Background: an optimization exercise with open tools, aiming at small area. Do not read the settings as production practice.
The RTL was checked by simulation tests, not by an equivalence proof against the original design.
Power and IR drop assume default switching activity.

`run.sh`:
```
#!/bin/bash
# synth_recipe.tcl (not shown) runs the flow's synth.tcl, then flattens the netlist and writes it again
# the make line also repeats each setting of config.mk as NAME=value (left out here)
make -C /OpenROAD-flow-scripts/flow DESIGN_CONFIG=/design/flow/config.mk WORK_HOME=/design/flow/orfs CLKGATE_MAP_FILE= SYNTH_SCRIPT=/design/flow/synth_recipe.tcl finish
```
`config.mk`:
```
export PLATFORM = sky130hd
export DESIGN_NAME = fpga_unidir
export DESIGN_NICKNAME = fpga_unidir
export VERILOG_FILES = /design/flow/design.v
export SDC_FILE = /design/flow/constraint.sdc
export NUM_CORES = 4
export LEC_CHECK = 0
export CAP_MARGIN = 20
export CORE_MARGIN = 2
export CORE_UTILIZATION = 40
export SETUP_SLACK_MARGIN = 0.3
export SLEW_MARGIN = 20
```
`constraint.sdc`:
```
create_clock -name core_clock -period 16.0 [get_ports {wb_clk_i}]
set_input_delay 3.2000 -clock core_clock [delete_from_list [all_inputs] [get_ports {wb_clk_i}]]
set_output_delay 3.2000 -clock core_clock [all_outputs]
set_load 0.01 [all_outputs]
```
`design.v`:
```
package fabric_pkg;
  localparam int LUT_K   = 4;
  localparam int SEL_W   = 3;
  localparam int TRUTH_W = 2 ** LUT_K;
  localparam int TRUTH_LSB = 0;
  localparam int SEL_LSB   = 16;
  localparam int REG_BIT   = 28;
  localparam int REGION_FIELD_LSB = 8;
  localparam int REGION_FIELD_W   = 4;
  typedef logic [31:0] wb_addr_t;
  typedef logic [31:0] wb_data_t;
  typedef logic [3:0]  wb_sel_t;
  typedef logic [31:0]        cfg_word_t;
  typedef logic [TRUTH_W-1:0] truth_t;
  typedef logic [15:0]        push_count_t;
  typedef logic [REGION_FIELD_LSB-1:0] reg_offset_t;
  typedef logic [REGION_FIELD_W-1:0]   region_id_t;
  localparam reg_offset_t CTRL_OFFSET     = 8'h00;
  localparam reg_offset_t COL_OFFSET_BASE = 8'h04;
  typedef enum logic {
    REG_IDLE,
    REG_ACK
  } region_state_t;
endpackage
`timescale 1ns/1ps
module logic_cell #(
  parameter int WS = 4
) (
  input  logic                  wb_clk_i,
  input  logic                  arst_n_i,
  input  logic                  cen_i,
  input  logic                  cfg_shift_i,
  input  logic                  valid_i,
  input  logic [28:0]           cfg_i,
  input  logic [WS-1:0]         west_i,
  input  logic [WS-1:0]         fb_i,
  output logic [28:0]           cfg_o,
  output logic                  q_o,
  output logic                  out_o
);
  logic [28:0]                    cfg_q;
  fabric_pkg::truth_t             truth;
  logic [fabric_pkg::LUT_K-1:0]   lut_in;
  logic                           lut_out;
  logic                           ff_q;
  always_ff @(posedge wb_clk_i) begin
    if (cfg_shift_i) begin
      cfg_q <= cfg_i;
    end
  end
  assign truth = cfg_q[fabric_pkg::TRUTH_LSB +: fabric_pkg::TRUTH_W];
  for (genvar k = 0; k < fabric_pkg::LUT_K; k++) begin : g_sel
    logic [fabric_pkg::SEL_W-1:0] sel;
    assign sel = cfg_q[fabric_pkg::SEL_LSB + k * fabric_pkg::SEL_W +: fabric_pkg::SEL_W];
    assign lut_in[k] = sel[fabric_pkg::SEL_W-1] ? fb_i[sel[fabric_pkg::SEL_W-2:0]]
                                                 : west_i[sel[fabric_pkg::SEL_W-2:0]];
  end
  assign lut_out = valid_i & truth[lut_in];
  always_ff @(posedge wb_clk_i or negedge arst_n_i) begin
    if (!arst_n_i) begin
      ff_q <= 1'b0;
    end else if (cen_i) begin
      ff_q <= lut_out;
    end
  end
  assign out_o = valid_i & (cfg_q[fabric_pkg::REG_BIT] ? ff_q : truth[lut_in]);
  assign q_o   = ff_q;
  assign cfg_o = cfg_q;
endmodule
`timescale 1ns/1ps
module clb_tile_unidir #(
  parameter int WS = 4
) (
  input  logic                  wb_clk_i,
  input  logic                  arst_n_i,
  input  logic                  cen_i,
  input  logic                  cfg_shift_i,
  input  logic [WS-1:0]         valid_i,
  input  logic [28:0]           cfg_i,
  input  logic [WS-1:0]         west_i,
  output logic [28:0]           cfg_o,
  output logic [WS-1:0]         east_o
);
  logic [28:0] cfg_chain [WS+1];
  logic [WS-1:0] q_bus;
  logic [WS-1:0] cell_out;
  assign cfg_chain[0] = cfg_i;
  for (genvar i = 0; i < WS; i++) begin : g_cell
    logic_cell #(
      .WS(WS)
    ) logic_cell_i (
      .wb_clk_i   (wb_clk_i),
      .arst_n_i   (arst_n_i),
      .cen_i      (cen_i),
      .cfg_shift_i(cfg_shift_i),
      .valid_i    (valid_i[i]),
      .cfg_i      (cfg_chain[i]),
      .west_i     (west_i),
      .fb_i       (q_bus),
      .cfg_o      (cfg_chain[i+1]),
      .q_o        (q_bus[i]),
      .out_o      (cell_out[i])
    );
  end
  assign cfg_o = cfg_chain[WS];
  assign east_o = cell_out;
endmodule
`timescale 1ns/1ps
module fabric_config_region #(
  parameter int COLS_PER_REGION    = 2,
  parameter int NUM_CONFIG_REGIONS = 2,
  parameter int CHAIN              = 8
) (
  input  logic                       wb_clk_i,
  input  logic                       arst_n_i,
  input  logic                       wbs_cyc_i,
  input  logic                       wbs_stb_i,
  input  logic                       wbs_we_i,
  input  fabric_pkg::wb_sel_t        wbs_sel_i,
  input  fabric_pkg::wb_addr_t       wbs_addr_i,
  input  fabric_pkg::wb_data_t       wbs_data_i,
  output logic                       wbs_ack_o,
  output fabric_pkg::wb_data_t       wbs_data_o,
  output logic [28:0]                cfg_o,
  output logic [NUM_CONFIG_REGIONS*COLS_PER_REGION-1:0] col_shift_o,
  output logic [NUM_CONFIG_REGIONS*COLS_PER_REGION*CHAIN-1:0] col_valid_o,
  output logic [NUM_CONFIG_REGIONS-1:0] cen_o
);
  localparam int NCOL = NUM_CONFIG_REGIONS * COLS_PER_REGION;
  fabric_pkg::reg_offset_t    offset;
  fabric_pkg::push_count_t    push_count_q [NCOL];
  logic [NUM_CONFIG_REGIONS-1:0] ack_q;
  logic [NUM_CONFIG_REGIONS-1:0] cen_q;
  logic [NUM_CONFIG_REGIONS-1:0] accept;
  logic [COLS_PER_REGION-1:0] col_sel;
  logic [COLS_PER_REGION-1:0] rd_col_q;
  logic [COLS_PER_REGION-1:0] wr_col_q;
  logic                       rd_ctrl_q;
  logic                       is_ctrl;
  logic                       full_word;
  logic [28:0]                cfg_q;
  assign offset    = wbs_addr_i[fabric_pkg::REGION_FIELD_LSB-1:0];
  assign is_ctrl   = (offset == fabric_pkg::CTRL_OFFSET);
  assign full_word = &wbs_sel_i;
  always_comb begin
    for (int c = 0; c < COLS_PER_REGION; c++) begin
      col_sel[c] = (offset == fabric_pkg::reg_offset_t'(fabric_pkg::COL_OFFSET_BASE + 4 * c));
    end
  end
  for (genvar r = 0; r < NUM_CONFIG_REGIONS; r++) begin : g_acc
    assign accept[r] = wbs_cyc_i && wbs_stb_i && !ack_q[r] &&
                       (wbs_addr_i[fabric_pkg::REGION_FIELD_LSB +: fabric_pkg::REGION_FIELD_W] ==
                        fabric_pkg::region_id_t'(r));
  end
  always_ff @(posedge wb_clk_i or negedge arst_n_i) begin
    if (!arst_n_i) begin
      ack_q <= '0;
      cen_q <= '0;
    end else begin
      ack_q <= accept;
      for (int r = 0; r < NUM_CONFIG_REGIONS; r++) begin
        if (accept[r] && wbs_we_i && is_ctrl && wbs_sel_i[0]) begin
          cen_q[r] <= wbs_data_i[0];
        end
      end
    end
  end
  always_ff @(posedge wb_clk_i) begin
    cfg_q     <= wbs_data_i[28:0];
    rd_ctrl_q <= !wbs_we_i && is_ctrl;
    rd_col_q  <= wbs_we_i ? '0 : col_sel;
    wr_col_q  <= (wbs_we_i && full_word) ? col_sel : '0;
  end
  for (genvar c = 0; c < NCOL; c++) begin : g_col
    assign col_shift_o[c] = ack_q[c / COLS_PER_REGION] && wr_col_q[c % COLS_PER_REGION];
    always_ff @(posedge wb_clk_i or negedge arst_n_i) begin
      if (!arst_n_i) begin
        push_count_q[c] <= '0;
      end else if (col_shift_o[c] && (push_count_q[c] != '1)) begin
        push_count_q[c] <= push_count_q[c] + 1'b1;
      end
    end
    for (genvar j = 0; j < CHAIN; j++) begin : g_valid
      assign col_valid_o[c * CHAIN + j] = (push_count_q[c] > fabric_pkg::push_count_t'(j));
    end
  end
  always_comb begin
    wbs_data_o = '0;
    for (int r = 0; r < NUM_CONFIG_REGIONS; r++) begin
      wbs_data_o[0] = wbs_data_o[0] | (ack_q[r] & rd_ctrl_q & cen_q[r]);
      for (int c = 0; c < COLS_PER_REGION; c++) begin
        if (ack_q[r] && rd_col_q[c]) begin
          wbs_data_o[15:0] = wbs_data_o[15:0] | push_count_q[r * COLS_PER_REGION + c];
        end
      end
    end
  end
  assign wbs_ack_o = |ack_q;
  assign cfg_o     = cfg_q;
  assign cen_o     = cen_q;
endmodule
`timescale 1ns/1ps
module fpga_unidir #(
  parameter int MX                 = 4,
  parameter int MY                 = 2,
  parameter int WS                 = 4,
  parameter int NUM_CONFIG_REGIONS = 2
) (
  input  logic                  wb_clk_i,
  input  logic                  arst_n_i,
  input  logic                  wbs_cyc_i,
  input  logic                  wbs_stb_i,
  input  logic                  wbs_we_i,
  input  fabric_pkg::wb_sel_t   wbs_sel_i,
  input  fabric_pkg::wb_addr_t  wbs_addr_i,
  input  fabric_pkg::wb_data_t  wbs_data_i,
  output logic                  wbs_ack_o,
  output fabric_pkg::wb_data_t  wbs_data_o,
  input  logic [MY*WS-1:0]      fabric_in_i,
  output logic [MY*WS-1:0]      fabric_out_o
);
  localparam int COLS_PER_REGION = MX / NUM_CONFIG_REGIONS;
  localparam int CHAIN           = MY * WS;
  logic [WS-1:0]         west_w [MY][MX+1];
  logic [28:0]           cfg_w [MY+1][MX];
  logic [28:0]           bus_cfg;
  logic [MX-1:0]         col_shift;
  logic [MX*CHAIN-1:0]   col_valid;
  logic [NUM_CONFIG_REGIONS-1:0] region_cen;
  for (genvar y = 0; y < MY; y++) begin : g_row
    assign west_w[y][0]              = fabric_in_i[y*WS +: WS];
    assign fabric_out_o[y*WS +: WS]  = west_w[y][MX];
    for (genvar x = 0; x < MX; x++) begin : g_col
      clb_tile_unidir #(
        .WS(WS)
      ) clb_tile_unidir_i (
        .wb_clk_i   (wb_clk_i),
        .arst_n_i   (arst_n_i),
        .cen_i      (region_cen[x / COLS_PER_REGION]),
        .cfg_shift_i(col_shift[x]),
        .valid_i    (col_valid[x*CHAIN + y*WS +: WS]),
        .cfg_i      (cfg_w[y][x]),
        .west_i     (west_w[y][x]),
        .cfg_o      (cfg_w[y+1][x]),
        .east_o     (west_w[y][x+1])
      );
    end
  end
  for (genvar x = 0; x < MX; x++) begin : g_fan
    assign cfg_w[0][x] = bus_cfg;
  end
  fabric_config_region #(
    .COLS_PER_REGION   (COLS_PER_REGION),
    .NUM_CONFIG_REGIONS(NUM_CONFIG_REGIONS),
    .CHAIN             (CHAIN)
  ) fabric_config_region_i (
    .wb_clk_i   (wb_clk_i),
    .arst_n_i   (arst_n_i),
    .wbs_cyc_i  (wbs_cyc_i),
    .wbs_stb_i  (wbs_stb_i),
    .wbs_we_i   (wbs_we_i),
    .wbs_sel_i  (wbs_sel_i),
    .wbs_addr_i (wbs_addr_i),
    .wbs_data_i (wbs_data_i),
    .wbs_ack_o  (wbs_ack_o),
    .wbs_data_o (wbs_data_o),
    .cfg_o      (bus_cfg),
    .col_shift_o(col_shift),
    .col_valid_o(col_valid),
    .cen_o      (region_cen)
  );
endmodule
```
==> results.txt, run 1 <==
Primary FF master, synth=edfxtp_1; largest net degree at the start of global routing=~190; Comb power frac=0.014; crit path buf inv count=4; skew final=about 0.032 ns; Lkg Pwr=0.01981 uW; largest family of logic cells by synthesized area=multiplexers; hold_buf cts=0; Final Max Tran Viols=0; Syn Std Cell Area=50530 um^2; Max FO, Critical Path=16; area grow syn2layout=13.06%; first-pass GRT wire length=between 150000 and 200000 um; Clock power frac=0.468; RSZ-0062 raised after global routing=false; Setup crit start=fabric_in_i[0]; GRT Residual Overflow=0; Final Power=5789 uW; Levels on crit path=29; Synth Area in Compound Gates=0.1217; post-DR wirelength/cell=22.37 um; TritonCTS clock tree=built; synth cell count leaders=928 x edfxtp_1, 291 x mux2i_1, 279 x nand2_1; worst setup path end=fabric_out_o[3]; crit share post-route=0.9498; Final setup viols=0; number of diodes=0; switching pwr=1163 uW; Vias/cell=approximately 5.8; Core Util, Final=0.4555; GRT Overall Usage=0.1866; Setup WS pre-CTS=0.5309 ns; Reg clk slew, reported paths=0.06 ns; vias in the first global route=29.93k; Switching Share=0.2010; Synth Area in Simple Gates=0.08249; CP Capture Type=output port; Peak supply drop=around 0.000095 V; CTS Buffer Depth=3; Crit path required time=12.80 ns; HP Class=flip-flop to flip-flop; IO Port Bufs=82; critical path's top delay family=multiplexers; initial antenna violation count=1; I/O pins=122; R2R depth=25; nets@finish=3821; share of cells above drive strength 1=0.1406; Pwr per Cell Area=101.3 nW/um^2; core area=125400 um^2; CP max stage delay=about 0.61 ns; Startpoint Class=primary input; adder-cell share of the synthesized area=0.004210; Unique masters post-synth=115; top cell type by total area after synthesis=edfxtp_1; Max Cap Viol=0; status=finished clean; Die Y=359.4 um; Post-Synth XOR/XNOR Area=0.009881; FMAX=0.06580 GHz; Placed Cells=5257; drt first-iter violations=3028; DRC viols=0; clock sinks=1062; Area contributors post-synth=edfxtp_1 55%, mux4_2 6.8%, mux2i_1 5.8%; setup TNS=0 ns; Synth Warn #=11; Yosys top cell area share=0.5515; final wirelength=122300 um; Post-synth EDFFs=928; initial core utilization=0.4029; crit path kind=primary input to output port; TritonCTS Buffers=112; internal power component=4626 uW; mux contribution to synthesized area=0.1418; slowest CP cell=mux4_1; minimum clock period=15.20 ns; arrival time of the worst setup path=12.00 ns; Yosys reg bits=around 1.1k; Sequential Power Share=0.518; RD Place Congestion=approximately 0.84; clock latency (worst-skew pair)=around 0.73 ns; Avg Cell Area, Syn=13.97 um^2; die width=359.4 um; num rows=130; Syn Inst Count=~3.6k; H-tree depth=3; top-count cell post-synth=edfxtp_1; Die Area=129200 um^2; Worst-Margin Slew=1.094 ns; DR vias=31.45k; ys async rst share=0.09416; root buffer cell=clkbuf_16; Relative slew margins=0.2708; PnR worst setup slack=0.8025 ns; final hold violations=0; sequential fraction of the synthesis area=0.6145; Post-DRT Antenna Nets=0; setup slack, reg-to-reg=about 7.4 ns; Final HPWL DP=86620 um; drt pass-1 iters=6; final std cells w/o fill=5469
[cells by family (layout without fill, tap and decap cells)]
kind of cell	after synthesis	after routing
adders and majority gates	17	17
buffers and inverters	299	485
and+or+nand+nor	852	852
DFF	1062	1062
other	1	16
muxes	509	509
AOI/OAI and AO/OA	821	821
xor gates and xnor gates	57	57
[power by group through the flow]
| stage | clock network [uW] | registers, uW | logic, uW |
|---|---|---|---|
| after floorplan | 0 | 3040 | 50.4 |
| after global placement | 0 | 3060 | 80.3 |
| after detailed placement | 0 | 3060 | 81.4 |
| after CTS | 2760 | 3000 | 81.8 |
| after global routing | 2860 | 3000 | 88.4 |
| final | 2710 | 3000 | 81.6 |
[metrics by stage]
stage               hold slack [ns]  instance area (um^2)
floorplan                    0.4172                 50580
global route                 0.4530                 57120
CTS                          0.4372                 57060
detailed placement           0.4278                 53180
finish                       0.4438                 57120
global placement             0.4269                 53180
[cells in the final DEF (no fill, tap or decap), types with 49 or more instances in the layout]
master / instances
nand3_1: 98
a211oi_1: 49
nand2_1: 279
buf_4: 62
edfxtp_1: 928
o211ai_1: 49
clkdlybuf4s50_1: 74
dfrtp_1: 100
mux4_2: 152
clkbuf_16: 114
mux2_2: 54
inv_1: 126
mux2i_1: 291
nor2_1: 174
a22oi_1: 64
o21ai_0: 120
a21oi_1: 123
[layer usage]
layer | routed length [um] | global-route usage
met4 | 2596 | 0.05297
met5 | 0 | 0
met1 | 56490 | 0.2738
met2 | 55730 | 0.2893
met3 | 7511 | 0.02655
[registers in the layout, indices dropped and copies added, names as in the netlist]
signal                                                   flops
g_row.g_col.clb_tile_unidir_i.g_cell.logic_cell_i.cfg_q    928
fabric_config_region_i.push_count_q                         64
g_row.g_col.clb_tile_unidir_i.g_cell.logic_cell_i.ff_q      32
fabric_config_region_i.cfg_q                                29
fabric_config_region_i.ack_q                                 2
fabric_config_region_i.cen_q                                 2
fabric_config_region_i.rd_col_q                              2
fabric_config_region_i.wr_col_q                              2
fabric_config_region_i.rd_ctrl_q                             1
[layout make-up]
type	count	area, um^2
clock buffers	132	2940
clock inverters	78	933.4
fillers	10950	68280
inverters	130	508.0
multi-input cells	2272	18300
flip-flops and latches	1062	31050
well taps	1650	2064
repair buffers	145	1334
[repair_timing]
item	4_1_cts	5_1_grt
setup buffers	0	2
setup endpoints to repair	0	8
gates resized for setup	0	12
[worst min-delay path by stage]
stage              start  cells after the start   endpoint
6_report       flip-flop                      0  flip-flop
5_1_grt        flip-flop                      0  flip-flop
4_1_cts        flip-flop                      0  flip-flop
3_5_place_dp   flip-flop                      0  flip-flop
3_3_place_gp   flip-flop                      0  flip-flop
2_1_floorplan  flip-flop                      0  flip-flop
==> inputs of run 2 (changes only) <==
--- a/design.v
+++ b/design.v
@@ -41,5 +41,5 @@
   logic [28:0]                    cfg_q;
   fabric_pkg::truth_t             truth;
-  logic [fabric_pkg::LUT_K-1:0]   lut_in;
+  logic [fabric_pkg::LUT_K-1:0]   lut_in_n;
   logic                           lut_out;
   logic                           ff_q;
@@ -53,8 +53,21 @@
     logic [fabric_pkg::SEL_W-1:0] sel;
     assign sel = cfg_q[fabric_pkg::SEL_LSB + k * fabric_pkg::SEL_W +: fabric_pkg::SEL_W];
-    assign lut_in[k] = sel[fabric_pkg::SEL_W-1] ? fb_i[sel[fabric_pkg::SEL_W-2:0]]
-                                                 : west_i[sel[fabric_pkg::SEL_W-2:0]];
-  end
-  assign lut_out = valid_i & truth[lut_in];
+    logic west_sel;
+    logic fb_sel;
+    fabric_mux4 west_mux_i (.d_i(west_i), .s_i(sel[1:0]), .y_o(west_sel));
+    fabric_mux4 fb_mux_i   (.d_i(fb_i),   .s_i(sel[1:0]), .y_o(fb_sel));
+    fabric_mux2i in_mux_i (.d_i({fb_sel, west_sel}), .s_i(sel[2]), .y_no(lut_in_n[k]));
+  end
+  fabric_pkg::truth_t truth_rev;
+  logic [3:0] lut_lo;
+  logic       lut_raw;
+  for (genvar b = 0; b < fabric_pkg::TRUTH_W; b++) begin : g_rev
+    assign truth_rev[b] = truth[fabric_pkg::TRUTH_W-1-b];
+  end
+  for (genvar m = 0; m < 4; m++) begin : g_lut
+    fabric_mux4 lut_mux_i (.d_i(truth_rev[4*m +: 4]), .s_i(lut_in_n[1:0]), .y_o(lut_lo[m]));
+  end
+  fabric_mux4 lut_top_i (.d_i(lut_lo), .s_i(lut_in_n[3:2]), .y_o(lut_raw));
+  assign lut_out = valid_i & lut_raw;
   always_ff @(posedge wb_clk_i or negedge arst_n_i) begin
     if (!arst_n_i) begin
@@ -64,7 +77,21 @@
     end
   end
-  assign out_o = valid_i & (cfg_q[fabric_pkg::REG_BIT] ? ff_q : truth[lut_in]);
+  assign out_o = valid_i & (cfg_q[fabric_pkg::REG_BIT] ? ff_q : lut_raw);
   assign q_o   = ff_q;
   assign cfg_o = cfg_q;
+endmodule
+module fabric_mux4 (
+  input  logic [3:0] d_i,
+  input  logic [1:0] s_i,
+  output logic       y_o
+);
+  assign y_o = d_i[s_i];
+endmodule
+module fabric_mux2i (
+  input  logic [1:0] d_i,
+  input  logic       s_i,
+  output logic       y_no
+);
+  assign y_no = ~d_i[s_i];
 endmodule
 `timescale 1ns/1ps
==> flow/run.sh (new file) <==
#!/bin/bash
# Standard layout, logged here
cat standard.sh > standard_sh_copy.log
cat config.mk > config_mk_copy.log
bash standard.sh > standard.log 2>&1
==> standard.sh (new file) <==
#!/bin/bash
# synth_recipe.tcl (not shown) runs the flow's synth.tcl, then flattens the netlist and writes it again
# the make line also repeats each setting of config.mk as NAME=value (left out here)
make -C /OpenROAD-flow-scripts/flow DESIGN_CONFIG=/design/flow/config.mk WORK_HOME=/design/flow/orfs CLKGATE_MAP_FILE= SYNTH_SCRIPT=/design/flow/synth_recipe.tcl "${@:-finish}"
--- a/config.mk
+++ b/config.mk
@@ -8,5 +8,6 @@
 export CAP_MARGIN = 20
 export CORE_MARGIN = 2
-export CORE_UTILIZATION = 40
-export SETUP_SLACK_MARGIN = 0.3
+export CORE_UTILIZATION = 55
+export CTS_BUF_LIST = sky130_fd_sc_hd__clkbuf_4 sky130_fd_sc_hd__clkbuf_8
 export SLEW_MARGIN = 20
+export SYNTH_HIERARCHICAL = 1
removed: run.sh
==> results.txt, run 2 <==
drt first-iter violations=1939 (-36%); sequential fraction of the synthesis area=0.6859 (+0.07141); TritonCTS Buffers=172 (+54%); Syn Inst Count=2174 (-40%); Reg clk slew, reported paths=0.06 ns (about the same); clock sinks=1062 (unchanged); drt pass-1 iters=5 (-1); most frequent cells in the layout=928 x edfxtp_1, 416 x mux4_2, 195 x clkbuf_8; slowest CP cell=mux4_2; first-pass GRT wire length=151800 um (-19%); CP Capture Type=output port; I/O pins=122 (unchanged); Die Y=290.9 um (-19%); arrival time of the worst setup path=12.49 ns (+0.49 ns); synth cell count leaders=928 x edfxtp_1, 416 x mux4_2, 161 x mux2i_1; final std cells w/o fill=3784 (-31%); top cell type by total area after synthesis=edfxtp_1; Primary FF master, synth=edfxtp_1; share of cells above drive strength 1=0.3497 (+0.2091); Startpoint Class=primary input; fillers=5634 (-49%); DR top layer=met4; Pwr per Cell Area=103.9 nW/um^2 (+2.5%); minimum clock period=15.69 ns (+0.4941 ns); max reg flops=928 (unchanged); Final HPWL DP=65860 um (-24%); final hold violations=0 (unchanged); Vias/cell=6.113 (+6.3%); final wirelength=99190 um (-19%); crit share post-route=0.9807 (+0.03088); GRT Overall Usage=0.2402 (+0.05366); skew final=0.04467 ns (+0.01238 ns); Max FO, Critical Path=8 (-8); Post-synth EDFFs=928 (unchanged); crit path kind=primary input to output port; Yosys reg bits=1062 (unchanged); vias in the first global route=24.42k (-18%); Largest Register=g_row.g_col.clb_tile_unidir_i.g_cell.logic_cell_i.cfg_q; root buffer cell=clkbuf_8; CP max stage delay=0.56 ns (-0.05 ns); Avg Cell Area, Syn=20.82 um^2 (+49%); ys async rst share=0.09416 (unchanged); Lkg Pwr=0.01786 uW (-9.8%); Final Max Tran Viols=0 (unchanged); nets@finish=2675 (-30%); top-count cell post-synth=edfxtp_1; Cell Area, Placed=48530 um^2 (-8.7%); IO Port Bufs=82 (unchanged); hold_buf cts=0 (unchanged); clock latency (worst-skew pair)=0.82 ns (+0.09 ns); Post-DRT Antenna Nets=0 (unchanged); status=finished clean; Peak supply drop=0.00009954 V (+5.1%); Yosys top cell area share=0.6156 (+0.06409); Final setup viols=0 (unchanged); Syn Std Cell Area=45270 um^2 (-10%); Placed Cells=3465 (-34%); Relative slew margins=0.2492 (-0.02157); RSZ-0062 raised after global routing=false; Worst-Margin Slew=1.126 ns (+0.03235 ns); largest net degree at the start of global routing=145 (-25%); Top Registers=g_row.g_col.clb_tile_unidir_i.g_cell.logic_cell_i.cfg_q: 928 flops, fabric_config_region_i.push_count_q: 64 flops, g_row.g_col.clb_tile_unidir_i.g_cell.logic_cell_i.ff_q: 32 flops; crit-path most repeated cell=mux4_2; crit path buf inv count=8 (+4); Synth Warn #=17 (+6); num rows=105 (-19%); FMAX=0.06373 GHz (-3.1%); Die Area=84610 um^2 (-34%); post-route design area=52430 um^2 (-8.2%); Met2 Wirelength=49410 um (-11%); H-tree depth=4 (+1); core area=81850 um^2 (-35%); initial antenna violation count=12 (+11); area grow syn2layout=15.83%; met3 WL=6137 um (-18%); GRT Residual Overflow=0 (unchanged); Crit path required time=12.80 ns (about the same); HP Class=flip-flop to flip-flop; die width=290.9 um (-19%); TritonCTS clock tree=built; commonest non-fill, non-tap cell in the layout=edfxtp_1; metal1 wirelength=41240 um (-27%); CTS Buffer Depth=3 (unchanged); DR vias=23.13k (-26%); Area contributors post-synth=edfxtp_1 62%, mux4_2 21%, dfrtp_1 5.5%; critical path's top delay family=multiplexers; post-DR wirelength/cell=26.21 um (+17%); initial core utilization=0.5531 (+0.1502); DRC viols=0 (unchanged); Max Cap Viol=0 (unchanged); RD Place Congestion=0.8297 (-1.6%); Unique masters post-synth=53 (-54%)
run 2: cell count changes in the layout (fill, tap and decap cells not counted), sizes merged, moves of 38 or more:
cell    change
nand2b     -38
o21ai      -87
nand3      -43
o211ai     -51
buf       +107
a211oi     -54
a21oi     -120
nor2      -141
mux4      +261
nand2     -226
mux2       -57
mux2i     -133
inv        -73
clkbuf    +135
run 2: logic make-up (layout without fill, tap and decap cells):
family                   count (synthesis)  after routing  synth area share
other                                    1             19        0.00008284
AO/OA/AOI/OAI                          101            101           0.01404
flip-flops                            1062           1062            0.6859
adder cells (fa/ha/maj)                 20             20          0.005528
AND/OR/NAND/NOR                        269            269           0.03173
XOR/XNOR                                55             55           0.01064
buffers and inverters                   86            608          0.008707
multiplexers                           580            580            0.2433
run 2: final timing paths:
path                            cells past startpoint  slack, ns                                    endpoint           start
worst max-delay path                               32       0.31                             fabric_out_o[6]  fabric_in_i[7]
max in group asynchronous                           2      12.17                                   async pin        arst_n_i
worst min register to register                      0       0.43                                   flip-flop       flip-flop
worst max register to register                     34       5.89                                   flip-flop       flip-flop
min in group asynchronous                           1       2.43  fabric_config_region_i.push_count_q[2][15]        arst_n_i
worst min-delay path                                0       0.43                                   flip-flop       flip-flop
run 2: power by group:
part	internal, uW	leakage (uW)	switching, uW
logic	44.3	0.00612	33.1
registers	2980	0.00985	25.3
clock network	1310	0.00189	1060
run 2: timing repair:
action,4_1_cts,5_1_grt
endpoints found under the hold margin,0,0
gates cloned,0,0
gates resized for setup,64,50
setup buffers,1,2
setup endpoints to repair,8,8
run 2: per-layer routing:
metal,GRT usage,up-vias
met5,0,-
met4,0.07848,0
met3,0.04566,124
met2,0.3893,821
met1,0.3343,12100
li1,-,10090
run 2: worst register-to-register path, delay by kind of cell, from the launching register on:
kind	cells	cell delay (ns)
AOI/OAI and AO/OA	1	0.08
muxes	19	7.22
and+or+nand+nor	4	0.37
buffers and inverters	10	1.59
DFF	1	0.69
run 2: final cells by class:
cell class	instances	area, um^2	area share
Sequential cell	1062	31050	0.5922
Multi-Input combinational cell	1041	14190	0.2707
Clock buffer	260	3172	0.06049
Timing Repair Buffer	249	2102	0.04009
Tap cell	1070	1339	0.02553
Clock inverter	51	367.9	0.007016
Inverter	48	202.7	0.003866
Antenna cell	3	7.507	0.0001432
run 2: stage by stage:
step	hold slack [ns]	total power [uW]	worst slack, ns	TNS, ns	utilization
floorplan	0.4207	3083	0.8851	0	-
global placement	0.4258	3140	-0.8777	-5.198	0.5930
detailed placement	0.4274	3141	-0.9223	-5.701	0.5930
CTS	0.4240	5511	0.002395	0	0.6382
global route	0.4452	5631	0.01752	0	0.6405
finish	0.4344	5448	0.3084	0	0.6406
run 2: per-module statistics from Yosys (local to each module, per instance), excerpt:
module	cells	flip-flops and latches	area, um^2
fabric_mux2i	1	0	10.01
fabric_mux4	1	0	22.52
==> inputs of run 3 (changes only) <==
==> flow/run.sh (replaced) <==
#!/bin/bash
# Standard synthesis, then the standard ORFS layout steps with a leaner clock
# tree (larger sink clusters, no dummy loads) and the smallest buffer on each
# port. Every tool's output goes to a log file in this folder.
set -euo pipefail
bash standard.sh synth > synth.log 2>&1
bash standard.sh \
  'CTS_ARGS=-sink_clustering_enable -repair_clock_nets -dont_use_dummy_load -sink_clustering_size 20 -sink_clustering_max_diameter 50 -buf_list {sky130_fd_sc_hd__clkbuf_8 sky130_fd_sc_hd__clkbuf_16}' \
  'BUFFER_PORTS_ARGS=-inputs -outputs -buffer_cell sky130_fd_sc_hd__buf_1' \
  finish > layout.log 2>&1
--- a/config.mk
+++ b/config.mk
@@ -9,5 +9,4 @@
 export CORE_MARGIN = 2
 export CORE_UTILIZATION = 55
-export CTS_BUF_LIST = sky130_fd_sc_hd__clkbuf_4 sky130_fd_sc_hd__clkbuf_8
 export SLEW_MARGIN = 20
 export SYNTH_HIERARCHICAL = 1
==> results.txt, run 3 <==
clock sinks=1062 (unchanged); Top Registers=g_row.g_col.clb_tile_unidir_i.g_cell.logic_cell_i.cfg_q: 928 flops, fabric_config_region_i.push_count_q: 64 flops, g_row.g_col.clb_tile_unidir_i.g_cell.logic_cell_i.ff_q: 32 flops; core area=81850 um^2 (unchanged); initial antenna violation count=9 (-3); top cell type by total area after synthesis=edfxtp_1; die width=290.9 um (unchanged); largest net degree at the start of global routing=160 (+10%); adder-cell share of the synthesized area=0.005528 (unchanged); IO Port Bufs=82 (unchanged); Lkg Pwr=0.01684 uW (-5.7%); crit path buf inv count=7 (-1); crit-path most repeated cell=mux4_2; Hold Crit Depth=0 (unchanged); Post-DRT Antenna Nets=0 (unchanged); Syn Std Cell Area=45270 um^2 (unchanged); Yosys reg bits=1062 (unchanged); max reg flops=928 (unchanged); Placed Cells=3432 (-0.95%); arrival time of the worst setup path=12.52 ns (+0.03 ns); CTS Buffer Depth=3 (unchanged); TritonCTS clock tree=built; Sequential Area=31050 um^2 (unchanged); Multi-input gate area=14020 um^2 (-1.2%); num rows=105 (unchanged); final std cells w/o fill=3539 (-6.5%); FMAX=0.06361 GHz (-0.19%); RD Place Congestion=0.8425 (+1.5%); final wirelength=97340 um (-1.9%); Crit path required time=12.80 ns (about the same); Vias/cell=6.329 (+3.5%); Peak supply drop=0.00009588 V (-3.7%); Primary FF master, synth=edfxtp_1; Final HPWL DP=65170 um (-1.1%); area grow syn2layout=11.72%; synth cell count leaders=928 x edfxtp_1, 416 x mux4_2, 161 x mux2i_1; drt first-iter violations=2370 (+22%); Relative slew margins=0.2620 (+0.01280); H-tree depth=3 (-1); DRC viols=0 (unchanged); Post-Synth XOR/XNOR Area=0.01064 (unchanged); Max Cap Viol=0 (unchanged); sequential fraction of the synthesis area=0.6859 (unchanged); Final setup viols=0 (unchanged); DR vias=22.40k (-3.2%); Avg Cell Area, Syn=20.82 um^2 (unchanged); GRT Overall Usage=0.2353 (-0.004942); Syn Inst Count=2174 (unchanged); final hold violations=0 (unchanged); hold_buf cts=0 (unchanged); vias in the first global route=23.20k (-5.0%); Synth Warn #=17 (unchanged); crit share post-route=0.9826 (+0.001845); TritonCTS Buffers=103 (-40%); fillers=5804 (+3.0%); Core Util, Final=0.6179 (-0.02275); critical path's top delay family=multiplexers; slowest CP cell=mux4_2; skew final=0.07821 ns (+0.03354 ns); Final Power=5107 uW (-6.2%); Area contributors post-synth=edfxtp_1 62%, mux4_2 21%, dfrtp_1 5.5%; setup slack, reg-to-reg=6.00 ns (+0.11 ns); Max FO, Critical Path=13 (+5); Die Y=290.9 um (unchanged); status=finished clean; mux contribution to synthesized area=0.2433 (unchanged); commonest non-fill, non-tap cell in the layout=edfxtp_1; Setup WS pre-CTS=-0.2472 ns (+0.6750 ns); root buffer cell=clkbuf_16; CP max stage delay=0.56 ns (about the same); Reg clk slew, reported paths=0.05 ns (about the same); Unique masters post-synth=53 (unchanged); I/O pins=122 (unchanged); GRT Residual Overflow=0 (unchanged); first-pass GRT wire length=148100 um (-2.4%); minimum clock period=15.72 ns (+0.02952 ns); Post-synth EDFFs=928 (unchanged); Yosys top cell area share=0.6156 (unchanged); Die Area=84610 um^2 (unchanged); Startpoint Class=primary input; Synth Area in Simple Gates=0.03173 (unchanged); setup TNS=0 ns (unchanged); PnR worst setup slack=0.2789 ns (-0.02952 ns); initial core utilization=0.5531 (unchanged); Final Max Tran Viols=0 (unchanged); top-count cell post-synth=edfxtp_1; R2R depth=31 (-8.8%); most frequent cells in the layout=928 x edfxtp_1, 416 x mux4_2, 150 x mux2i_1; crit path kind=primary input to output port; Largest Register=g_row.g_col.clb_tile_unidir_i.g_cell.logic_cell_i.cfg_q; ys async rst share=0.09416 (unchanged); share of cells above drive strength 1=0.2810 (-0.06866); HP Class=flip-flop to flip-flop; CP Capture Type=output port; drt pass-1 iters=5 (unchanged); Worst-Margin Slew=1.107 ns (-0.01920 ns); largest family of logic cells by synthesized area=multiplexers; RSZ-0062 raised after global routing=true; Synth Area in Compound Gates=0.01404 (unchanged); Pwr per Cell Area=101.0 nW/um^2 (-2.8%); nets@finish=2569 (-4.0%); clock latency (worst-skew pair)=0.67 ns (-0.15 ns); post-DR wirelength/cell=27.50 um (+4.9%)
[run 3: cell counts after synthesis]
No cell type changed its count.
[run 3: power breakdown]
| part | internal (uW) | switching (uW) | total (uW) |
|---|---|---|---|
| clock network | 1120 | 913 | 2030 |
| logic | 34.3 | 32.1 | 66.3 |
| registers | 2980 | 25.8 | 3010 |
[run 3: Yosys stat by module (local to each module, per instance), a selection]
module / flip-flops and latches / area [um^2]
fabric_mux4: 0 / 22.52
fabric_mux2i: 0 / 10.01
[run 3: worst max-delay path by stage]
stage                            endpoint            from  depth (start not counted)  slack, ns
final                     fabric_out_o[5]  fabric_in_i[7]                         31       0.28
after global routing      fabric_out_o[4]  fabric_in_i[7]                         31     -0.008
after CTS                 fabric_out_o[5]  fabric_in_i[6]                         31       0.02
after detailed placement  fabric_out_o[5]  fabric_in_i[6]                         31      -0.25
after global placement    fabric_out_o[5]  fabric_in_i[6]                         31      -0.18
after floorplan           fabric_out_o[4]  fabric_in_i[7]                         24       0.89
[run 3: final cells by class]
cell class,count,share of cell area
Clock buffer,103,0.05097
Tap cell,1070,0.02647
Timing Repair Buffer,212,0.02712
Multi-Input combinational cell,1041,0.2773
Sequential cell,1062,0.6140
Inverter,48,0.004008
Antenna cell,3,0.0001485
[run 3: timing repair]
action                                 CTS  global route
buffers inserted                         0             0
endpoints found under the hold margin    0             0
setup endpoints to repair                4             6
resized for setup                        8            26
[run 3: cell families after synthesis]
family                     count (synthesis)
DFF                                     1062
muxes                                    580
and+or+nand+nor                          269
AOI/OAI and AO/OA                        101
buffers and inverters                     86
xor gates and xnor gates                  55
adders and majority gates                 20
other                                      1
[run 3: metal layers]
layer	routed length, um	track usage
met5	0	0
met4	1722	0.05775
met3	6092	0.04604
met2	49200	0.3832
met1	40320	0.3332
[run 3: through the flow]
step / instance area [um^2] / hold WS (ns)
2_1_floorplan: 45320 / 0.4207
3_3_place_gp: 47790 / 0.4256
3_5_place_dp: 47800 / 0.4289
4_1_cts: 50400 / 0.4120
5_1_grt: 50560 / 0.4251
6_report: 50570 / 0.4132
==> inputs of run 4 (changes only) <==
==> flow/run.sh (replaced) <==
#!/bin/bash
# Standard synthesis, then the standard ORFS layout steps with a leaner clock
# tree (larger sink clusters, no dummy loads) and the smallest buffer on each
# port. Every tool's output goes to a log file in this folder.
set -euo pipefail
bash standard.sh synth > synth.log 2>&1
bash standard.sh \
  'CTS_ARGS=-sink_clustering_enable -repair_clock_nets -dont_use_dummy_load -sink_clustering_size 16 -sink_clustering_max_diameter 60 -buf_list {sky130_fd_sc_hd__clkbuf_4 sky130_fd_sc_hd__clkbuf_8}' \
  'BUFFER_PORTS_ARGS=-inputs -outputs -buffer_cell sky130_fd_sc_hd__buf_1' \
  finish > layout.log 2>&1
--- a/config.mk
+++ b/config.mk
@@ -8,5 +8,6 @@
 export CAP_MARGIN = 20
 export CORE_MARGIN = 2
-export CORE_UTILIZATION = 55
+export CORE_UTILIZATION = 70
+export PLACE_DENSITY = 0.78
 export SLEW_MARGIN = 20
 export SYNTH_HIERARCHICAL = 1
==> results.txt, run 4 <==
Comb power frac=0.015 (+0.002); Top Registers=g_row.g_col.clb_tile_unidir_i.g_cell.logic_cell_i.cfg_q: 928 flops, fabric_config_region_i.push_count_q: 64 flops, g_row.g_col.clb_tile_unidir_i.g_cell.logic_cell_i.ff_q: 32 flops; Worst-Margin Slew=1.102 ns (-0.004571 ns); share of cells above drive strength 1=0.2811 (about the same); root buffer cell=clkbuf_8; area grow syn2layout=7.809%; commonest non-fill, non-tap cell in the layout=edfxtp_1; DR vias=22.49k (+0.39%); Area contributors post-synth=edfxtp_1 62%, mux4_2 21%, dfrtp_1 5.5%; top cell type by total area after synthesis=edfxtp_1; drt first-iter violations=2505 (+5.7%); Clock power frac=0.285 (-0.113); crit share post-route=0.9826 (about the same); Final Max Tran Viols=0 (unchanged); max reg flops=928 (unchanged); Synth Warn #=17 (unchanged); Yosys reg bits=1062 (unchanged); R2R depth=29 (-6.5%); TritonCTS Buffers=79 (-23%); die width=258.3 um (-11%); clock sinks=1062 (unchanged); synth cell count leaders=928 x edfxtp_1, 416 x mux4_2, 161 x mux2i_1; Core Util, Final=0.7598 (+0.1419); Lkg Pwr=0.01611 uW (-4.3%); vias in the first global route=22.62k (-2.5%); I/O pins=122 (unchanged); num rows=93 (-11%); Post-synth EDFFs=928 (unchanged); status=finished clean; Relative slew margins=0.2650 (+0.003047); internal power component=3454 uW (-17%); Die Area=66720 um^2 (-21%); Final setup viols=0 (unchanged); Startpoint Class=primary input; FMAX=0.06360 GHz (about the same); slowest CP cell=mux4_2; setup slack, reg-to-reg=6.01 ns (about the same); critical path's top delay family=multiplexers; Cell Area, Placed=47430 um^2 (-0.77%); Reg clk slew, reported paths=0.09 ns (+0.04 ns); top-count cell post-synth=edfxtp_1; Syn Inst Count=2174 (unchanged); Pwr per Cell Area=88.03 nW/um^2 (-13%); fillers=3554 (-39%); drt pass-1 iters=5 (unchanged); Avg Cell Area, Syn=20.82 um^2 (unchanged); core area=64230 um^2 (-22%); post-route design area=48800 um^2 (-3.5%); Peak supply drop=0.0001018 V (+6.2%); final std cells w/o fill=3309 (-6.5%); Switching Share=0.1960 (+0.005966); final wirelength=92680 um (-4.8%); Yosys top cell area share=0.6156 (unchanged); crit path kind=primary input to output port; crit-path most repeated cell=mux4_2; Max FO, Critical Path=12 (-1); CTS Buffer Depth=3 (unchanged); H-tree depth=3 (unchanged); initial antenna violation count=19 (+10); Die Y=258.3 um (-11%); IO Port Bufs=82 (unchanged); crit path buf inv count=6 (-1); Crit path required time=12.80 ns (about the same); RD Place Congestion=0.9065 (+7.6%); arrival time of the worst setup path=12.52 ns (about the same); Placed Cells=3210 (-6.5%); RSZ-0062 raised after global routing=true; setup TNS=0 ns (unchanged); clock latency (worst-skew pair)=0.72 ns (+0.05 ns); sequential fraction of the synthesis area=0.6859 (unchanged); Hold Crit Depth=0 (unchanged); CP max stage delay=0.56 ns (about the same); skew final=0.08781 ns (+0.009594 ns); Syn Std Cell Area=45270 um^2 (unchanged); Sequential Power Share=0.699 (+0.110); nets@finish=2540 (-1.1%); TritonCTS clock tree=built; GRT Overall Usage=0.2849 (+0.04959); Primary FF master, synth=edfxtp_1; post-DR wirelength/cell=28.01 um (+1.8%); final hold violations=0 (unchanged); Final HPWL DP=62220 um (-4.5%); Vias/cell=6.795 (+7.4%); Post-DRT Antenna Nets=0 (unchanged); Largest Register=g_row.g_col.clb_tile_unidir_i.g_cell.logic_cell_i.cfg_q; GRT Residual Overflow=0 (unchanged); minimum clock period=15.72 ns (+0.0009510 ns); ys async rst share=0.09416 (unchanged); Unique masters post-synth=53 (unchanged); initial core utilization=0.7047 (+0.1517); largest net degree at the start of global routing=149 (-6.9%); Min Hold Slack=0.4126 ns (-0.0006250 ns); HP Class=flip-flop to flip-flop; CP Capture Type=output port; most frequent cells in the layout=928 x edfxtp_1, 416 x mux4_2, 148 x mux2i_1; DRC viols=0 (unchanged); Max Cap Viol=0 (unchanged); first-pass GRT wire length=138800 um (-6.3%); switching pwr=842.0 uW (-13%)
run 4: cell count changes in the layout (fill, tap and decap cells not counted), sizes merged:
cell	before	now
buf	208	202
clkbuf	107	84
diode	3	17
run 4: repair_timing:
action / in CTS / in global routing
setup buffers: 0 / 3
setup endpoints to repair: 4 / 8
hold buffers: 0 / 0
gates resized for setup: 17 / 42
cloned: 0 / 0
run 4: per-layer routing:
metal	track usage	vias to the layer above	part of all wire
li1	-	9669	-
met1	0.4085	11690	0.38
met2	0.4662	1000	0.51
met3	0.04509	130	0.085
met4	0.08992	0	0.028
met5	0	-	0
run 4: cells by family (layout without fill, tap and decap cells):
kind of cell | count (synthesis) | after routing | synth area share
xor gates and xnor gates | 55 | 55 | 0.01064
DFF | 1062 | 1062 | 0.6859
AOI/OAI and AO/OA | 101 | 101 | 0.01404
adders and majority gates | 20 | 20 | 0.005528
other | 1 | 33 | 0.00008284
muxes | 580 | 580 | 0.2433
and+or+nand+nor | 269 | 269 | 0.03173
buffers and inverters | 86 | 334 | 0.008707
run 4: power by group through the flow:
stage                     sequential, uW  clock, uW  combinational, uW
after global routing                3000       1340               70.9
after CTS                           3000       1260               65.6
after floorplan                     3040          0               38.6
final                               3000       1230               66.0
after detailed placement            3070          0               64.9
after global placement              3070          0               63.5
run 4: cell type report:
cell class | count | area, um^2 | area share
timing repair buffer | 207 | 1271 | 0.02605
multi-input combinational | 1041 | 14080 | 0.2884
clock buffer | 79 | 1087 | 0.02228
inverter | 48 | 202.7 | 0.004154
antenna | 17 | 42.54 | 0.0008717
sequential | 1062 | 31050 | 0.6363
tap | 855 | 1070 | 0.02192
run 4: modules after synthesis (local to each module, per instance), a selection:
module / times used / cell area [um^2] / flip-flops and latches / cells
fabric_mux2i: 128 / 10.01 / 0 / 1
fabric_mux4: 416 / 22.52 / 0 / 1
run 4: stage by stage:
step           worst slack [ns]  total power, uW
2_1_floorplan            0.8851             3083
3_3_place_gp            -0.3499             3129
3_5_place_dp            -0.4445             3131
4_1_cts                0.001253             4325
5_1_grt                -0.02656             4416
6_report                 0.2779             4296
run 4: worst max-delay path by stage:
stage / from / to / slack [ns] / cells after the start
floorplan: fabric_in_i[7] / fabric_out_o[4] / 0.89 / 24
global placement: fabric_in_i[7] / fabric_out_o[7] / -0.35 / 31
detailed placement: fabric_in_i[7] / fabric_out_o[7] / -0.44 / 31
CTS: fabric_in_i[7] / fabric_out_o[7] / 0.001 / 30
global route: fabric_in_i[7] / fabric_out_o[7] / -0.03 / 31
finish: fabric_in_i[7] / fabric_out_o[6] / 0.28 / 30
==> inputs of run 5 (changes only) <==
--- a/config.mk
+++ b/config.mk
@@ -8,6 +8,5 @@
 export CAP_MARGIN = 20
 export CORE_MARGIN = 2
-export CORE_UTILIZATION = 70
-export PLACE_DENSITY = 0.78
+export CORE_UTILIZATION = 55
 export SLEW_MARGIN = 20
 export SYNTH_HIERARCHICAL = 1
==> results.txt, run 5 <==
die width=290.9 um (+13%); final hold violations=0 (unchanged); initial core utilization=0.5531 (-0.1517); CP max stage delay=0.56 ns (about the same); slowest CP cell=mux4_2; synth cell count leaders=928 x edfxtp_1, 416 x mux4_2, 161 x mux2i_1; I/O pins=122 (unchanged); first-pass GRT wire length=147700 um (+6.4%); Setup WS pre-CTS=-0.2472 ns (+0.1973 ns); minimum clock period=15.69 ns (-0.03305 ns); fillers=5941 (+67%); clock latency (worst-skew pair)=0.74 ns (+0.02 ns); num rows=105 (+13%); Final setup viols=0 (unchanged); Synth Warn #=17 (unchanged); post-DR wirelength/cell=27.63 um (-1.3%); ys async rst share=0.09416 (unchanged); Largest Register=g_row.g_col.clb_tile_unidir_i.g_cell.logic_cell_i.cfg_q; top cell type by total area after synthesis=edfxtp_1; CP Capture Type=output port; largest net degree at the start of global routing=160 (+7.4%); CTS Buffer Depth=3 (unchanged); Primary FF master, synth=edfxtp_1; most frequent cells in the layout=928 x edfxtp_1, 416 x mux4_2, 149 x mux2i_1; area grow syn2layout=8.735%; Post-synth EDFFs=928 (unchanged); H-tree depth=3 (unchanged); Max FO, Critical Path=13 (+1); crit share post-route=0.9806 (-0.002066); critical path's top delay family=multiplexers; top-count cell post-synth=edfxtp_1; TritonCTS clock tree=built; drt pass-1 iters=5 (unchanged); Relative slew margins=0.2587 (-0.006331); Worst-Margin Slew=1.112 ns (+0.009497 ns); Crit path required time=12.80 ns (about the same); Vias/cell=6.310 (-7.1%); core area=81850 um^2 (+27%); Final Max Tran Viols=0 (unchanged); commonest non-fill, non-tap cell in the layout=edfxtp_1; hold_buf cts=0 (unchanged); final wirelength=97460 um (+5.2%); Core Util, Final=0.6014 (-0.1584); nets@finish=2553 (+0.51%); Max Cap Viol=0 (unchanged); Final HPWL DP=65170 um (+4.7%); Pwr per Cell Area=89.01 nW/um^2 (+1.1%); RD Place Congestion=0.8425 (-7.1%); Unique masters post-synth=53 (unchanged); arrival time of the worst setup path=12.49 ns (-0.03 ns); Top Registers=g_row.g_col.clb_tile_unidir_i.g_cell.logic_cell_i.cfg_q: 928 flops, fabric_config_region_i.push_count_q: 64 flops, g_row.g_col.clb_tile_unidir_i.g_cell.logic_cell_i.ff_q: 32 flops; Lkg Pwr=0.01620 uW (+0.55%); Syn Std Cell Area=45270 um^2 (unchanged); Peak supply drop=0.00007821 V (-23%); post-CTS setup buffers=0 (unchanged); crit path buf inv count=8 (+2); initial antenna violation count=10 (-9); Die Y=290.9 um (+13%); share of cells above drive strength 1=0.2771 (-0.003940); PnR worst setup slack=0.3110 ns (+0.03305 ns); Yosys top cell area share=0.6156 (unchanged); root buffer cell=clkbuf_8; skew final=0.1282 ns (+0.04038 ns); FMAX=0.06374 GHz (+0.21%); DRC viols=0 (unchanged); GRT Overall Usage=0.2350 (-0.04991); GRT Residual Overflow=0 (unchanged); TritonCTS Buffers=87 (+10%); crit-path most repeated cell=mux4_2; Post-DRT Antenna Nets=0 (unchanged); Setup crit start=fabric_in_i[7]; Area contributors post-synth=edfxtp_1 62%, mux4_2 21%, dfrtp_1 5.5%; crit path kind=primary input to output port; setup TNS=0 ns (unchanged); DR vias=22.26k (-1.0%); Yosys reg bits=1062 (unchanged); Reg clk slew, reported paths=0.09 ns (about the same); Die Area=84610 um^2 (+27%); sequential fraction of the synthesis area=0.6859 (unchanged); Syn Inst Count=2174 (unchanged); IO Port Bufs=82 (unchanged); Min Hold Slack=0.4158 ns (+0.003176 ns); HP Class=flip-flop to flip-flop; Avg Cell Area, Syn=20.82 um^2 (unchanged); max reg flops=928 (unchanged); status=finished clean; drt first-iter violations=2278 (-9.1%); vias in the first global route=22.96k (+1.5%); Startpoint Class=primary input; clock sinks=1062 (unchanged)
## run 5: area by class of cell
type,instances,area (um^2),area share
sequential,1062,31050,0.6308
multi-input combinational,1041,14040,0.2853
timing repair buffer,212,1371,0.02786
tap,1070,1339,0.02720
clock buffer,87,1197,0.02433
inverter,48,202.7,0.004118
antenna,7,17.52,0.0003559
## run 5: repair_timing
action,CTS,global route
setup endpoints to repair,4,5
cloned,0,0
gates resized for setup,8,30
## run 5: routing by layer
metal / GRT usage / up-vias / wire length, um
met4: 0.05712 / 0 / 2314
met5: 0 / - / 0
met3: 0.04375 / 121 / 5487
met2: 0.3835 / 667 / 48670
met1: 0.3339 / 11780 / 40990
li1: - / 9692 / -
## run 5: power breakdown
part / switching (uW) / internal (uW) / leakage [uW] / total, uW
registers: 25.8 / 2980 / 0.00985 / 3000
logic: 32.1 / 34.3 / 0.00572 / 66.5
clock network: 827 / 486 / 0.000626 / 1310
total: 885 / 3500 / 0.0162 / 4380
## run 5: modules after synthesis (local to each module, per instance), excerpt
module        copies in the design  flops+latches
fabric_mux2i                   128              0
fabric_mux4                    416              0
## run 5: path summary, 6_finish.rpt
kind                                                        endpoint  slack (ns)  cells past startpoint
min                                                        flip-flop        0.42                      0
max reg2reg                                                flip-flop        6.09                     30
max                                                  fabric_out_o[5]        0.31                     32
max in group asynchronous  fabric_config_region_i.push_count_q[2][1]       11.88                      2
min reg2reg                                                flip-flop        0.42                      0
min in group asynchronous                                  async pin        2.59                      1
## run 5: cell families (layout without fill, tap and decap cells)
logic type                 Yosys count  count (layout)  share of synthesized area
DFF                               1062            1062                     0.6859
muxes                              580             580                     0.2433
and+or+nand+nor                    269             269                    0.03173
AOI/OAI and AO/OA                  101             101                    0.01404
buffers and inverters               86             347                   0.008707
xor gates and xnor gates            55              55                    0.01064
adders and majority gates           20              20                   0.005528
other                                1              23                 0.00008284
## run 5: stage by stage
| stage | instance area [um^2] | total power [uW] | instances |
|---|---|---|---|
| floorplan | 45320 | 3083 | 2189 |
| global placement | 47790 | 3130 | 3432 |
| detailed placement | 47800 | 3131 | 3432 |
| CTS | 49020 | 4427 | 3519 |
| global route | 49210 | 4523 | 3523 |
| finish | 49220 | 4381 | 3527 |
## run 5: worst register-to-register path, delay by kind of cell (launching register included)
family,cells,cell delay (ns)
AOI/OAI and AO/OA,1,0.08
and+or+nand+nor,4,0.53
buffers and inverters,6,1.14
muxes,19,7.36
DFF,1,0.69
==> inputs of run 6 (changes only) <==
--- a/config.mk
+++ b/config.mk
@@ -6,7 +6,7 @@
 export NUM_CORES = 4
 export LEC_CHECK = 0
-export CAP_MARGIN = 20
+export CAP_MARGIN = 5
 export CORE_MARGIN = 2
 export CORE_UTILIZATION = 55
-export SLEW_MARGIN = 20
+export SLEW_MARGIN = 5
 export SYNTH_HIERARCHICAL = 1
==> results.txt, run 6 <==
slowest CP cell=mux4_2; Worst-Margin Slew=1.200 ns (+0.08806 ns); core area=81850 um^2 (unchanged); Die Y=290.9 um (unchanged); Pwr per Cell Area=89.11 nW/um^2 (+0.11%); largest net degree at the start of global routing=160 (unchanged); Syn Std Cell Area=45270 um^2 (unchanged); CTS Buffer Depth=3 (unchanged); most frequent cells in the layout=928 x edfxtp_1, 416 x mux4_2, 151 x mux2i_1; Top Registers=g_row.g_col.clb_tile_unidir_i.g_cell.logic_cell_i.cfg_q: 928 flops, fabric_config_region_i.push_count_q: 64 flops, g_row.g_col.clb_tile_unidir_i.g_cell.logic_cell_i.ff_q: 32 flops; HP Class=flip-flop to flip-flop; RD Place Congestion=0.8425 (unchanged); drt first-iter violations=2147 (-5.8%); H-tree depth=3 (unchanged); Lkg Pwr=0.01621 uW (about the same); CP max stage delay=0.55 ns (about the same); Setup WS pre-CTS=-0.2180 ns (+0.02920 ns); initial antenna violation count=10 (unchanged); max reg flops=928 (unchanged); vias in the first global route=22.97k (+0.048%); Post-synth EDFFs=928 (unchanged); synth cell count leaders=928 x edfxtp_1, 416 x mux4_2, 161 x mux2i_1; Final setup viols=0 (unchanged); TritonCTS Buffers=89 (+2.3%); top cell type by total area after synthesis=edfxtp_1; Area contributors post-synth=edfxtp_1 62%, mux4_2 21%, dfrtp_1 5.5%; crit path kind=primary input to output port; root buffer cell=clkbuf_8; skew final=0.1023 ns (-0.02585 ns); Setup crit start=fabric_in_i[7]; Relative slew margins=0.2000 (-0.05871); crit-path most repeated cell=mux4_2; Largest Register=g_row.g_col.clb_tile_unidir_i.g_cell.logic_cell_i.cfg_q; post-DR wirelength/cell=27.63 um (about the same); GRT Residual Overflow=0 (unchanged); TritonCTS clock tree=built; clock sinks=1062 (unchanged); top-count cell post-synth=edfxtp_1; Peak supply drop=0.00007717 V (-1.3%); I/O pins=122 (unchanged); Max FO, Critical Path=13 (unchanged); minimum clock period=15.74 ns (+0.05337 ns); Syn Inst Count=2174 (unchanged); area grow syn2layout=8.657% (about the same); Yosys top cell area share=0.6156 (unchanged); Hold Crit Depth=0 (unchanged); drt pass-1 iters=6 (+1); Avg Cell Area, Syn=20.82 um^2 (unchanged); R2R depth=31 (+3.3%); Synth Warn #=17 (unchanged); status=finished clean; num rows=105 (unchanged); sequential fraction of the synthesis area=0.6859 (unchanged); nets@finish=2556 (+0.12%); Unique masters post-synth=53 (unchanged); Crit path required time=12.80 ns (about the same); Post-DRT Antenna Nets=0 (unchanged); Final HPWL DP=65340 um (+0.26%); FMAX=0.06352 GHz (-0.34%); Max Cap Viol=0 (unchanged); final hold violations=0 (unchanged); PnR worst setup slack=0.2576 ns (-0.05337 ns); final wirelength=97480 um (about the same); Reg clk slew, reported paths=0.09 ns (about the same); Primary FF master, synth=edfxtp_1; commonest non-fill, non-tap cell in the layout=edfxtp_1; Startpoint Class=primary input; hold_buf cts=0 (unchanged); DR vias=22.33k (+0.32%); ys async rst share=0.09416 (unchanged); Vias/cell=6.328 (+0.29%); DRC viols=0 (unchanged); fillers=5941 (unchanged); Die Area=84610 um^2 (unchanged); CP Capture Type=output port; IO Port Bufs=82 (unchanged); Final Max Tran Viols=0 (unchanged); initial core utilization=0.5531 (unchanged); crit share post-route=0.9839 (+0.003335); share of cells above drive strength 1=0.2772 (about the same); arrival time of the worst setup path=12.54 ns (+0.05 ns); die width=290.9 um (unchanged); GRT Overall Usage=0.2345 (-0.0004602); first-pass GRT wire length=147500 um (-0.15%); setup TNS=0 ns (unchanged); clock latency (worst-skew pair)=0.75 ns (about the same); Yosys reg bits=1062 (unchanged)
## run 6: modules after synthesis, one instance, submodules excluded, a selection
module	cell area, um^2	cells inside	flip-flops and latches	times used
fabric_mux2i	10.01	1	0	128
fabric_mux4	22.52	1	0	416
## run 6: kinds of logic (layout without fill, tap and decap cells)
family | Yosys count | count (layout) | synth area share
flip-flops | 1062 | 1062 | 0.6859
multiplexers | 580 | 580 | 0.2433
AND/OR/NAND/NOR | 269 | 269 | 0.03173
AO/OA/AOI/OAI | 101 | 101 | 0.01404
buffers and inverters | 86 | 350 | 0.008707
XOR/XNOR | 55 | 55 | 0.01064
adder cells (fa/ha/maj) | 20 | 20 | 0.005528
other | 1 | 21 | 0.00008284
## run 6: path summary, 6_finish.rpt
kind / to / slack [ns]
worst max-delay path: fabric_out_o[5] / 0.26
min in group asynchronous: async pin / 2.57
worst min register to register: flip-flop / 0.42
worst max register to register: flip-flop / 6.00
max in group asynchronous: fabric_config_region_i.push_count_q[2][1] / 11.94
worst min-delay path: flip-flop / 0.42
## run 6: power breakdown
part / leakage (uW) / internal [uW] / switching (uW) / total [uW]
Clock: 0.000640 / 497 / 818 / 1310
Sequential: 0.00985 / 2980 / 26.1 / 3000
Combinational: 0.00571 / 34.2 / 31.9 / 66.1
Total: 0.0162 / 3510 / 876 / 4380
## run 6: per-layer routing
layer | global-route usage | vias up | routed length, um
li1 | - | 9713 | -
met1 | 0.3279 | 11800 | 40210
met2 | 0.3755 | 670 | 47980
met3 | 0.05062 | 148 | 6060
met4 | 0.07355 | 0 | 3231
met5 | 0 | - | 0
## run 6: area by class of cell
class                           count  area, um^2  share of cell area
Multi-Input combinational cell   1041       14010              0.2848
Tap cell                         1070        1339             0.02722
Clock buffer                       89        1225             0.02490
Sequential cell                  1062       31050              0.6313
Timing Repair Buffer              213        1348             0.02740
Antenna cell                        5       12.51           0.0002544
Inverter                           48       202.7            0.004121
## run 6: critical path: cells and delay by family
family                 cells  cell delay (ns)
multiplexers              20             7.41
AND/OR/NAND/NOR            4             0.55
buffers and inverters      7             1.33
## run 6: per-stage QoR
step                hold slack (ns)  power (uW)  instances  area [um^2]    util
detailed placement           0.4289        3130       3433        47800  0.5840
global route                 0.4282        4526       3524        49170  0.6008
finish                       0.4235        4383       3528        49180  0.6009
global placement             0.4256        3130       3432        47790  0.5839
CTS                          0.4211        4435       3522        49050  0.5993
floorplan                    0.4207        3083       2189        45320       -
## run 6: repair_timing
item / in CTS / in global routing
cloned: 0 / 0
resized for setup: 9 / 27
endpoints found under the setup margin: 4 / 7
buffers inserted: 0 / 1
==> inputs of run 7 (changes only) <==
==> flow/run.sh (replaced) <==
#!/bin/bash
# Standard synthesis, then the standard ORFS layout steps with a leaner clock
# tree (larger sink clusters, no dummy loads) and the smallest buffer on each
# port. Every tool's output goes to a log file in this folder.
set -euo pipefail
bash standard.sh synth > synth.log 2>&1
bash standard.sh \
  'CTS_ARGS=-sink_clustering_enable -repair_clock_nets -dont_use_dummy_load -sink_clustering_size 10 -sink_clustering_max_diameter 45 -sink_clustering_buffer sky130_fd_sc_hd__clkbuf_4 -buf_list {sky130_fd_sc_hd__clkbuf_4 sky130_fd_sc_hd__clkbuf_8}' \
  'BUFFER_PORTS_ARGS=-inputs -outputs -buffer_cell sky130_fd_sc_hd__buf_1' \
  finish > layout.log 2>&1
--- a/config.mk
+++ b/config.mk
@@ -6,7 +6,7 @@
 export NUM_CORES = 4
 export LEC_CHECK = 0
-export CAP_MARGIN = 5
+export CAP_MARGIN = 20
 export CORE_MARGIN = 2
 export CORE_UTILIZATION = 55
-export SLEW_MARGIN = 5
+export SLEW_MARGIN = 20
 export SYNTH_HIERARCHICAL = 1
==> results.txt, run 7 <==
most frequent cells in the layout=928 x edfxtp_1, 416 x mux4_2, 148 x mux2i_1; crit share post-route=0.9812 (-0.002676); Final HPWL DP=65170 um (-0.26%); sequential fraction of the synthesis area=0.6859 (unchanged); largest net degree at the start of global routing=160 (unchanged); crit-path most repeated cell=mux4_2; minimum clock period=15.70 ns (-0.04281 ns); Avg Cell Area, Syn=20.82 um^2 (unchanged); Die Y=290.9 um (unchanged); Post-DRT Antenna Nets=0 (unchanged); Placed Cells=3432 (-0.029%); Area contributors post-synth=edfxtp_1 62%, mux4_2 21%, dfrtp_1 5.5%; Syn Inst Count=2174 (unchanged); CP Capture Type=output port; TritonCTS clock tree=built; post-route design area=49190 um^2 (about the same); mux contribution to synthesized area=0.2433 (unchanged); Peak supply drop=0.00008960 V (+16%); root buffer cell=clkbuf_8; Setup WS pre-CTS=-0.2472 ns (-0.02920 ns); post-DR wirelength/cell=27.34 um (-1.0%); GRT Residual Overflow=0 (unchanged); GRT Overall Usage=0.2373 (+0.002774); CP max stage delay=0.56 ns (about the same); die width=290.9 um (unchanged); Final Max Tran Viols=0 (unchanged); setup TNS=0 ns (unchanged); I/O pins=122 (unchanged); Unique masters post-synth=53 (unchanged); initial core utilization=0.5531 (unchanged); post-CTS setup buffers=0 (unchanged); area grow syn2layout=8.676% (about the same); arrival time of the worst setup path=12.50 ns (-0.04 ns); critical path's top delay family=multiplexers; Largest Register=g_row.g_col.clb_tile_unidir_i.g_cell.logic_cell_i.cfg_q; Worst-Margin Slew=1.110 ns (-0.08964 ns); Reg clk slew, reported paths=0.10 ns (about the same); PostCTS Resize Cnt=8 (-1); initial antenna violation count=10 (unchanged); Synth Warn #=17 (unchanged); DR top layer=met4; Primary FF master, synth=edfxtp_1; status=finished clean; Final setup viols=0 (unchanged); FMAX=0.06370 GHz (+0.27%); top-count cell post-synth=edfxtp_1; DR vias=22.66k (+1.5%); Lkg Pwr=0.01626 uW (+0.34%); TritonCTS Buffers=141 (+58%); Max FO, Critical Path=13 (unchanged); Final Power=4362 uW (-0.48%); PnR worst setup slack=0.3004 ns (+0.04281 ns); metal1 wirelength=40110 um (-0.26%); final std cells w/o fill=3580 (+1.5%); Top Registers=g_row.g_col.clb_tile_unidir_i.g_cell.logic_cell_i.cfg_q: 928 flops, fabric_config_region_i.push_count_q: 64 flops, g_row.g_col.clb_tile_unidir_i.g_cell.logic_cell_i.ff_q: 32 flops; drt first-iter violations=2292 (+6.8%); Max Cap Viol=0 (unchanged); Yosys reg bits=1062 (unchanged); Synth Area in Simple Gates=0.03173 (unchanged); drt pass-1 iters=7 (+1); commonest non-fill, non-tap cell in the layout=edfxtp_1; R2R depth=31 (unchanged); ys async rst share=0.09416 (unchanged); Hold Crit Depth=0 (unchanged); Met2 Wirelength=49120 um (+2.4%); crit path kind=primary input to output port; slowest CP cell=mux4_2; largest family of logic cells by synthesized area=multiplexers; nets@finish=2607 (+2.0%); core area=81850 um^2 (unchanged); top cell type by total area after synthesis=edfxtp_1; Yosys top cell area share=0.6156 (unchanged); Pwr per Cell Area=88.67 nW/um^2 (-0.49%); H-tree depth=4 (+1); IO Port Bufs=82 (unchanged); RSZ-0062 raised after global routing=false; clock sinks=1062 (unchanged); HP Class=flip-flop to flip-flop; Levels on crit path=32 (+3.2%); Post-Synth XOR/XNOR Area=0.01064 (unchanged); crit path buf inv count=8 (+1); Relative slew margins=0.2598 (+0.05976); num rows=105 (unchanged); Synth Area in Compound Gates=0.01404 (unchanged); CTS Buffer Depth=3 (unchanged); Syn Std Cell Area=45270 um^2 (unchanged); Post-synth EDFFs=928 (unchanged); DRC viols=0 (unchanged); Startpoint Class=primary input; met3 WL=6258 um (+3.3%); hold_buf cts=0 (unchanged); share of cells above drive strength 1=0.2931 (+0.01592); Vias/cell=6.330 (about the same); Cell Area, Placed=47800 um^2 (about the same); setup slack, reg-to-reg=6.01 ns (about the same); synth cell count leaders=928 x edfxtp_1, 416 x mux4_2, 161 x mux2i_1; final hold violations=0 (unchanged); Crit path required time=12.80 ns (about the same); skew final=0.07661 ns (-0.02573 ns); RD Place Congestion=0.8425 (unchanged); first-pass GRT wire length=148600 um (+0.79%); final wirelength=97880 um (+0.41%); vias in the first global route=23.50k (+2.3%); max reg flops=928 (unchanged); clock latency (worst-skew pair)=0.79 ns (+0.04 ns); Die Area=84610 um^2 (unchanged); adder-cell share of the synthesized area=0.005528 (unchanged)
==> run 7: report_power, final <==
| group | switching [uW] | leakage [uW] | total, uW | internal (uW) |
|---|---|---|---|---|
| clock network | 839 | 0.000693 | 1290 | 455 |
| registers | 25.7 | 0.00985 | 3000 | 2980 |
| logic | 32.2 | 0.00572 | 66.5 | 34.3 |
==> run 7: routing by layer <==
metal	GRT usage	up-vias
met2	0.3831	788
met1	0.3328	11870
met3	0.04910	148
li1	-	9857
met4	0.06837	0
met5	0	-
==> run 7: worst paths after layout <==
check / from / endpoint
setup / recovery: fabric_in_i[7] / fabric_out_o[5]
hold / removal: flip-flop / flip-flop
setup reg to reg: flip-flop / flip-flop
hold reg to reg: flip-flop / flip-flop
max in group asynchronous: arst_n_i / fabric_config_region_i.push_count_q[0][8]
min in group asynchronous: arst_n_i / async pin
==> run 7: through the flow <==
| stage | hold slack, ns | utilization |
|---|---|---|
| after floorplan | 0.4207 | - |
| after global routing | 0.4197 | 0.6009 |
| after CTS | 0.3961 | 0.5985 |
| after detailed placement | 0.4289 | 0.5840 |
| after global placement | 0.4256 | 0.5839 |
| final | 0.3942 | 0.6010 |
==> run 7: final cells by class <==
type | count | area (um^2)
Fill cell | 5993 | 32650
Sequential cell | 1062 | 31050
Multi-Input combinational cell | 1041 | 14050
Timing Repair Buffer | 212 | 1371
Tap cell | 1070 | 1339
Clock buffer | 141 | 1165
Inverter | 48 | 202.7
Antenna cell | 6 | 15.01
==> run 7: per-module statistics from Yosys, one instance, submodules excluded, excerpt <==
module	cells inside	flip-flops and latches	area, um^2	times used
fabric_mux4	1	0	22.52	416
fabric_mux2i	1	0	10.01	128
==> run 7: logic make-up after synthesis <==
logic type / count (synthesis)
simple gates: 269
flops: 1062
mux: 580
buf+inv: 86
xor+xnor: 55
fa+ha+maj: 20
other cells: 1
compound gates: 101

-- port drivers added, routing unchanged --
How much do the figures lean on ideal ports? The routed layouts below were timed once more, with nothing changed but the port constraints. Step 1, drivers: a clkbuf_16 drives wb_clk_i and a buf_2 each remaining input, both assumed. Step 2 moves the port delays by t, midway between the first and last clock arrival at a register: inputs arrive t later, outputs are due t later. That takes back most of the time a late clock gives input paths. a / b / c = ideal ports / drivers / drivers and shift; a / b = the first two.
run	t, ns	setup slack, ns	hold slack, ns
run 1	0.780	0.803 / 0.779 / 0.779	0.444 / 0.444 / 0.444
run 2	0.863	0.308 / 0.287 / 0.287	0.434 / 0.434 / 0.434
run 3	0.703	0.279 / 0.257 / 0.257	0.413 / 0.413 / 0.413
run 4	0.739	0.278 / 0.256 / 0.256	0.413 / 0.413 / 0.413
run 5	0.748	0.311 / 0.289 / 0.289	0.416 / 0.416 / 0.416
run 6	0.758	0.258 / 0.237 / 0.237	0.424 / 0.424 / 0.424
run 7	0.814	0.300 / 0.279 / 0.279	0.394 / 0.394 / 0.394
After both steps setup and hold are still met in every run listed. The setup slack of run 1, which loses most, moves by -0.024 ns with the drivers and by -0.024 ns with both steps.
